This is an optimization exercise on Yosys and OpenROAD, whose aim is small area, a short achievable clock period and few clock cycles, not a production implementation. The RTL was checked by simulation tests, not by an equivalence proof against the original design.

## flow/design.v (module list and top-level ports; edited modules follow where they fit)
// module csa16: 12 lines
// module quantoniumos_unified_core: 1452 lines
module quantoniumos_unified_core #(
  parameter int unsigned RFT_SIZE       = 64,
  parameter int unsigned SIS_N          = 512,
  parameter int unsigned FEISTEL_ROUNDS = 48
) (
  input  logic         clk,
  input  logic         reset,
  input  logic         start,
  input  logic [2:0]   mode,
  input  logic [255:0] master_key,
  input  logic [127:0] data_in,
  output logic [255:0] data_out,
  output logic         done,
  output logic [31:0]  rft_energy,
  output logic [15:0]  sis_collision_resistance,
  output logic [5:0]   feistel_round_count,
  output logic [31:0]  pipeline_throughput
);
  // ...
==> flow/flow/run.sh <==
#!/bin/bash
set -uo pipefail
export BUFFER_PORTS_ARGS="-buffer_cell sky130_fd_sc_hd__buf_1"
bash standard.sh > flow_make.log 2>&1
==> flow/standard.sh <==
#!/bin/bash
# synth_recipe.tcl (not shown) runs the flow's synth.tcl, then flattens the netlist and writes it again
# the make line also repeats each setting of config.mk as NAME=value (left out here)
make -C /OpenROAD-flow-scripts/flow DESIGN_CONFIG=/design/flow/config.mk WORK_HOME=/design/flow/orfs CLKGATE_MAP_FILE= SYNTH_SCRIPT=/design/flow/synth_recipe.tcl "${@:-finish}"
==> flow/config.mk <==
export PLATFORM = sky130hd
export DESIGN_NAME = quantoniumos_unified_core
export DESIGN_NICKNAME = quantoniumos_unified_core
export VERILOG_FILES = /design/flow/design.v
export SDC_FILE = /design/flow/constraint.sdc
export NUM_CORES = 4
export LEC_CHECK = 0
export ABC_CLOCK_PERIOD_IN_PS = 4000
export CAP_MARGIN = 30
export CORE_MARGIN = 2
export CORE_UTILIZATION = 45
export CTS_BUF_LIST = sky130_fd_sc_hd__clkbuf_8
export SETUP_SLACK_MARGIN = 5
export SLEW_MARGIN = 30
export SYNTH_HIERARCHICAL = 1
==> flow/constraint.sdc <==
create_clock -name core_clock -period 11.5 [get_ports {clk}]
set_input_delay 2.3000 -clock core_clock [delete_from_list [all_inputs] [get_ports {clk}]]
set_output_delay 2.3000 -clock core_clock [all_outputs]
set_load 0.01 [all_outputs]
==> flow_summary.yaml, run 1 <==
clock_network:
  cts_tree: "done"
  cts_buffers: 210
worst_setup_path:
  setup.worst_path.start_class: "register"
  cp_num_buf_inv: 5
  end_kind: "register"
  r2r-start: "r_d[37]$_DFFE_PP_"
  critPathTopFamily: "compound AO/OA/AOI/OAI gates"
routing:
  met1_length_microns: 238900
  drcViolationCount: 0
timing:
  fin_skew_ps: 134.5
  finalSetupViolations: 0
  tns_ps: 0
  layout_setup_ws_ps: 4592
  timing.final.crit_share_pct: 60.07
synth:
  yosys.area.top_type: "fa_1"
  synthSimpleGateAreaFrac_pct: 10.62
  synth_commonest_cells: "fa_1 (2057), nand2_1 (1934), dfxtp_1 (801)"
  synth_top_area_share_pct: 35.64
final_layout:
  seqCellArea_sq_um: 24470
  n_all_buffers: 1312
  fin_nets: 14445
  fill_cells: 23177
  inverters: 275
hold_path:
  whs_path_depth: 1
status:
  status: "finished clean"
place:
  place_inst: 14719
grt:
  grt_max_degree: 151
Testbench counts, summed over its fixed seeds: cycles 4,880.
==> run 2: changes to the inputs <==
--- a/flow/design.v
+++ b/flow/design.v
@@ -24,49 +24,50 @@
   output logic [255:0] data_out,
   output logic         done,
   output logic [31:0]  rft_energy,
   output logic [15:0]  sis_collision_resistance,
   output logic [5:0]   feistel_round_count,
   output logic [31:0]  pipeline_throughput
 );
   localparam logic [8:0] LAT_RFT = 9'd9;
-  localparam logic [8:0] LAT_SIS = 9'd66;
+  localparam logic [8:0] LAT_SIS = 9'd65;
   localparam logic [8:0] LAT_FST = 9'd24;
-  localparam logic [8:0] LAT_PIP = 9'd100;
+  localparam logic [8:0] LAT_PIP = 9'd99;
   localparam logic [142:0] W_INIT = 143'h50337a2ca3afd3ac3bf1f77bb0d3b62c4e1;
   logic         busy, fin;
   logic [8:0]   n;
   logic [2:0]   r_mode;
   logic         tr_c, hash_c, ciph_c, foldld, outld, clr;
   logic [5:0]   hc;
   logic [4:0]   rc;
   logic [255:0] r_k;
   logic [127:0] r_d;
   logic [142:0]  r_w;
   logic [19:0]  r_e;
   logic [8:0]   r_pc;
-  logic         pcv;
+  logic         hs;
+  logic [8:0]   pc_sum;
   wire accept = !busy && start;
   wire [8:0] n_inc = n + 9'd1;
   wire tr_nx = !reset && (accept ? (mode == 3'd0 || mode == 3'd3) : (tr_c && n[2:0] != 3'd7));
   wire hash_nx = !reset && (accept ? (mode == 3'd1) : (hash_c ? (hc != 6'd63) : (ciph_c && rc == 5'd23 && r_mode == 3'd3)));
   function automatic logic [8:0] lat_of(input logic [2:0] m);
     case (m)
       3'd0:    lat_of = LAT_RFT;
       3'd1:    lat_of = LAT_SIS;
       3'd2:    lat_of = LAT_FST;
       3'd3:    lat_of = LAT_PIP;
       default: lat_of = 9'd1;
     endcase
   endfunction
   assign pipeline_throughput     = {23'd0, lat_of(r_mode)};
   assign feistel_round_count     = 6'd48;
   assign rft_energy              = {8'd0, r_e, 4'd0};
-  assign sis_collision_resistance = {7'd0, r_pc};
+  assign sis_collision_resistance = {7'd0, pc_sum};
   always_ff @(posedge clk) begin
     if (reset) begin
       busy   <= 1'b0;
       done   <= 1'b0;
       fin    <= 1'b0;
       tr_c   <= 1'b0;
       hash_c <= 1'b0;
       ciph_c <= 1'b0;
@@ -1446,19 +1447,21 @@
   wire [15:0] in_hi = m_tr ? (res_b ^ (m_fold ? res_a : 16'd0)) : res_a;
   wire [15:0] in_lo = m_tr ? res_a : data_out[143:128];
   always_ff @(posedge clk) begin
     if (outld)       data_out <= {128'd0, c_r1, c_r2};    
     else if (clr)    data_out <= '0;
     else if (m_last) data_out <= {in_hi, data_out[255:144], in_lo, data_out[127:16]};
   end
   wire [15:0] pw = data_out[255:240];
+  assign pc_sum = r_pc + 9'(pw[0]) + 9'(pw[1]) + 9'(pw[2]) + 9'(pw[3]) + 9'(pw[4]) + 9'(pw[5])
+                       + 9'(pw[6]) + 9'(pw[7]) + 9'(pw[8]) + 9'(pw[9]) + 9'(pw[10]) + 9'(pw[11])
+                       + 9'(pw[12]) + 9'(pw[13]) + 9'(pw[14]) + 9'(pw[15]);
   always_ff @(posedge clk) begin
-    if (reset) pcv <= 1'b0;
-    else       pcv <= m_last && m_hash;
-  end
-  always_ff @(posedge clk) begin
-    if (accept)   r_pc <= 9'd0;
-    else if (pcv) r_pc <= r_pc + 9'(pw[0]) + 9'(pw[1]) + 9'(pw[2]) + 9'(pw[3]) + 9'(pw[4]) + 9'(pw[5])
-                              + 9'(pw[6]) + 9'(pw[7]) + 9'(pw[8]) + 9'(pw[9]) + 9'(pw[10]) + 9'(pw[11])
-                              + 9'(pw[12]) + 9'(pw[13]) + 9'(pw[14]) + 9'(pw[15]);
+    if (accept) begin
+      r_pc <= 9'd0;
+      hs   <= 1'b0;
+    end else if (m_last && m_hash) begin
+      if (hs) r_pc <= pc_sum;
+      hs <= 1'b1;
+    end
   end
 endmodule
==> run 2 against run 1 <==
Effect of this change:
- utilization up 0.056 points
- cell count up 0.29%
- fmax down 12%
- worst setup slack worse by 930 ps
- non-clock buffer count up 3
- critical endpoint is now r_d[9]$_DFFE_PP_
- synthesized cell count up 0.56%
- sequential share of layout area about the same
==> flow_summary.yaml, run 2 <==
timing:
  finalSetupViolations: 0
  period_minus_slack_ps: 7841
  fin_skew_ps: 99.15
  timing.final.crit_share_pct: 68.19
  hold_violations: 0
  max_freq_ghz: 0.1275
  worstMarginPinSlew_ps: 1170
  maxSlewViolCount: 0
  rsz0062_at_grt: "yes"
  slew_headroom_pct: 21.16
  tns_ps: 0
grt:
  grt_max_degree: 140
  grt_overflow: 0
  grt_pass1_wl_microns: 841500
  antenna_found_initial: 93
  gr-usage-all-layers_pct: 47.71
  grt_pass1_vias: 96280
place:
  port_buffers: 681
  gp_congestion: 1.142
  place_hpwl_microns: 512100
status:
  status: "finished clean"
synth:
  yosys_warnings: 8
  synth_top_area_share_pct: 35.55
  ys_seq_area_share_pct: 21.09
  synth_enable_flop_cells: 279
  synth_area_leaders: "fa_1 (36%), dfxtp_1 (14%), edfxtp_1 (7.2%)"
  avgSynthCellArea_sq_um: 10.54
  ys_ff_latch: 1080
  ys.flop_type: "dfxtp_1"
  ys_types: 95
  synth_most_common_cell: "fa_1"
  async_flop_share_pct: 0
  syn-cell-area_sq_um: 115800
  synth_commonest_cells: "fa_1 (2056), nand2_1 (1954), dfxtp_1 (801)"
  syn_inst: 10986
  yosys.area.top_type: "fa_1"
floorplanning:
  dieWidth_microns: 511.2
  floorplan.initialDensity_pct: 45.18
  ioPinCount: 733
  dieHeight_microns: 511.2
  coreArea_sq_um: 256200
  num_rows: 186
  die_area_sq_um: 261300
routing:
  antenna_left: 0
  top_layer: "met5"
  met1_length_microns: 237800
  dr_total_vias: 96606
  drt-total-wl_microns: 632700
  firstDrtPassIters: 6
  drt_iter0_drc: 13183
  wl_met2_microns: 256800
  vias_per_cell: 6.265
  drcViolationCount: 0
  wl_per_cell_microns: 41.03
  dr_wl_met3_microns: 86260
worst_setup_path:
  cp_num_buf_inv: 2
  required_ps: 12330
  slowest_delay_ps: 570
  crit_type: "register to register"
  path_depth: 28
  crit_slowest_cell: "a2111o_1"
  worstPathMaxFanout: 3
  end_kind: "register"
  critPathTopFamily: "compound AO/OA/AOI/OAI gates"
  setup.worst_path.start_class: "register"
  crit_arrival_ps: 8670
  reg2regPathDepth: 28
run:
  maxCapViolations: 0
final_layout:
  reg_top3: "data_out x256, r_k x256, mid x156"
  fin_nets: 14494
  area_delta_synth_final_pct: 14.43
  fill_cells: 23232
  layout_commonest_cell: "fa_1"
  drive_gt1_share_pct: 13.95
  mostFrequentLayoutCells: "fa_1 (2039), nand2_1 (1948), dfxtp_1 (771)"
clock_network:
  htreeDepth: 4
  cts_buffers: 208
  clock-root-buffer: "clkbuf_8"
  hold_buffers: 0
  clkSinkCount: 1080
  cts_tree: "done"
  clk_latency_ps: 1110
  clk_pin_slew_worst_paths_ps: 70
  cts_buffer_depth: 4
hold_path:
  whs_path_depth: 1
  hp-class: "register to register"
[run 2: cell families after synthesis]
group           synth area share, %
flops                         21.09
other cells                0.006487
mux                           4.997
fa+ha+maj                     38.29
xor+xnor                      11.95
simple gates                  10.77
compound gates                8.829
buf+inv                       4.071
[run 2: per-layer routing]
layer / vias up / global-route usage [%]
li1: 37435 / -
met1: 50235 / 61.09
met2: 7256 / 66.20
met3: 1636 / 19.33
met4: 44 / 31.25
met5: - / 1.023
[run 2: repair_timing]
item	CTS	global route
cloned	1	0
pin swaps	161	172
gates resized for setup	352	206
buffers inserted	108	62
setup endpoints to repair	162	138
[run 2: worst paths after layout]
| check | start | end | slack (ps) |
|---|---|---|---|
| setup / recovery | r_d[1]$_DFFE_PP_ | r_d[9]$_DFFE_PP_ | 3660 |
| hold / removal | r_k[161]$_DFF_P_ | r_k[33]$_DFF_P_ | 400 |
| setup reg to reg | r_d[1]$_DFFE_PP_ | r_d[9]$_DFFE_PP_ | 3660 |
| hold reg to reg | r_k[161]$_DFF_P_ | r_k[33]$_DFF_P_ | 400 |
[run 2: area by class of cell]
type,count,area [sq um],area share (%)
diodes,63,157.7,0.1190
clock buffers,263,3620,2.732
clock inverters,125,975.9,0.7367
inverters,272,1041,0.7858
multi-input cells,8918,90080,68.00
flip-flops and latches,1080,24470,18.47
well taps,3384,4234,3.196
repair buffers,1315,7899,5.962
[run 2: Yosys stat by module, one instance, submodules excluded]
module | cells | flops+latches | copies in the design | area (sq um)
quantoniumos_unified_core | 8906 | 1080 | 1 | 73640
csa16 | 16 | 0 | 130 | 324.1
[run 2: metrics by stage]
step	cell area, sq um	setup slack [ps]	hold WS (ps)	util (%)	instances
after floorplan	116600	4765	386.8	-	11196
after global placement	123300	2141	426.6	48.13	14786
after detailed placement	123500	2187	424.2	48.21	14792
after CTS	130700	3618	427.8	51.02	15289
after global routing	132300	3563	438.3	51.65	15365
final	132500	3659	401.5	51.70	15420
Testbench counts of run 2, summed over its fixed seeds: cycles 4,832.

==> afterwards: timing with drivers on the ports <==
In the flow no input, the clock included, has a driving cell. The finished layouts below were timed again as built, in two steps. Step 1 assumes that a clkbuf_16 drives the clock port and a buf_2 every other input. Step 2 adds t to the input delays and takes it off the output delays; t is the mean of the earliest and latest rising clock arrival at the registers after step 1. Input paths then give back, and output paths get back, about the clock's delay inside the block. a / b / c = ideal / step 1 / step 2; a / b = the first two.
run	t (ns)	setup slack, ns	hold WS [ns]	worst register clock-pin slew, ns	worst data-port slew with drivers (ns)
run 1	1.145	4.592 / 4.592 / 4.592	0.367 / 0.367 / 0.367	0.08 / 0.08	0.29
run 2	1.167	3.659 / 3.648 / 3.659	0.402 / 0.402 / 0.402	0.09 / 0.09	0.36
After both steps setup and hold are still met in every run listed.
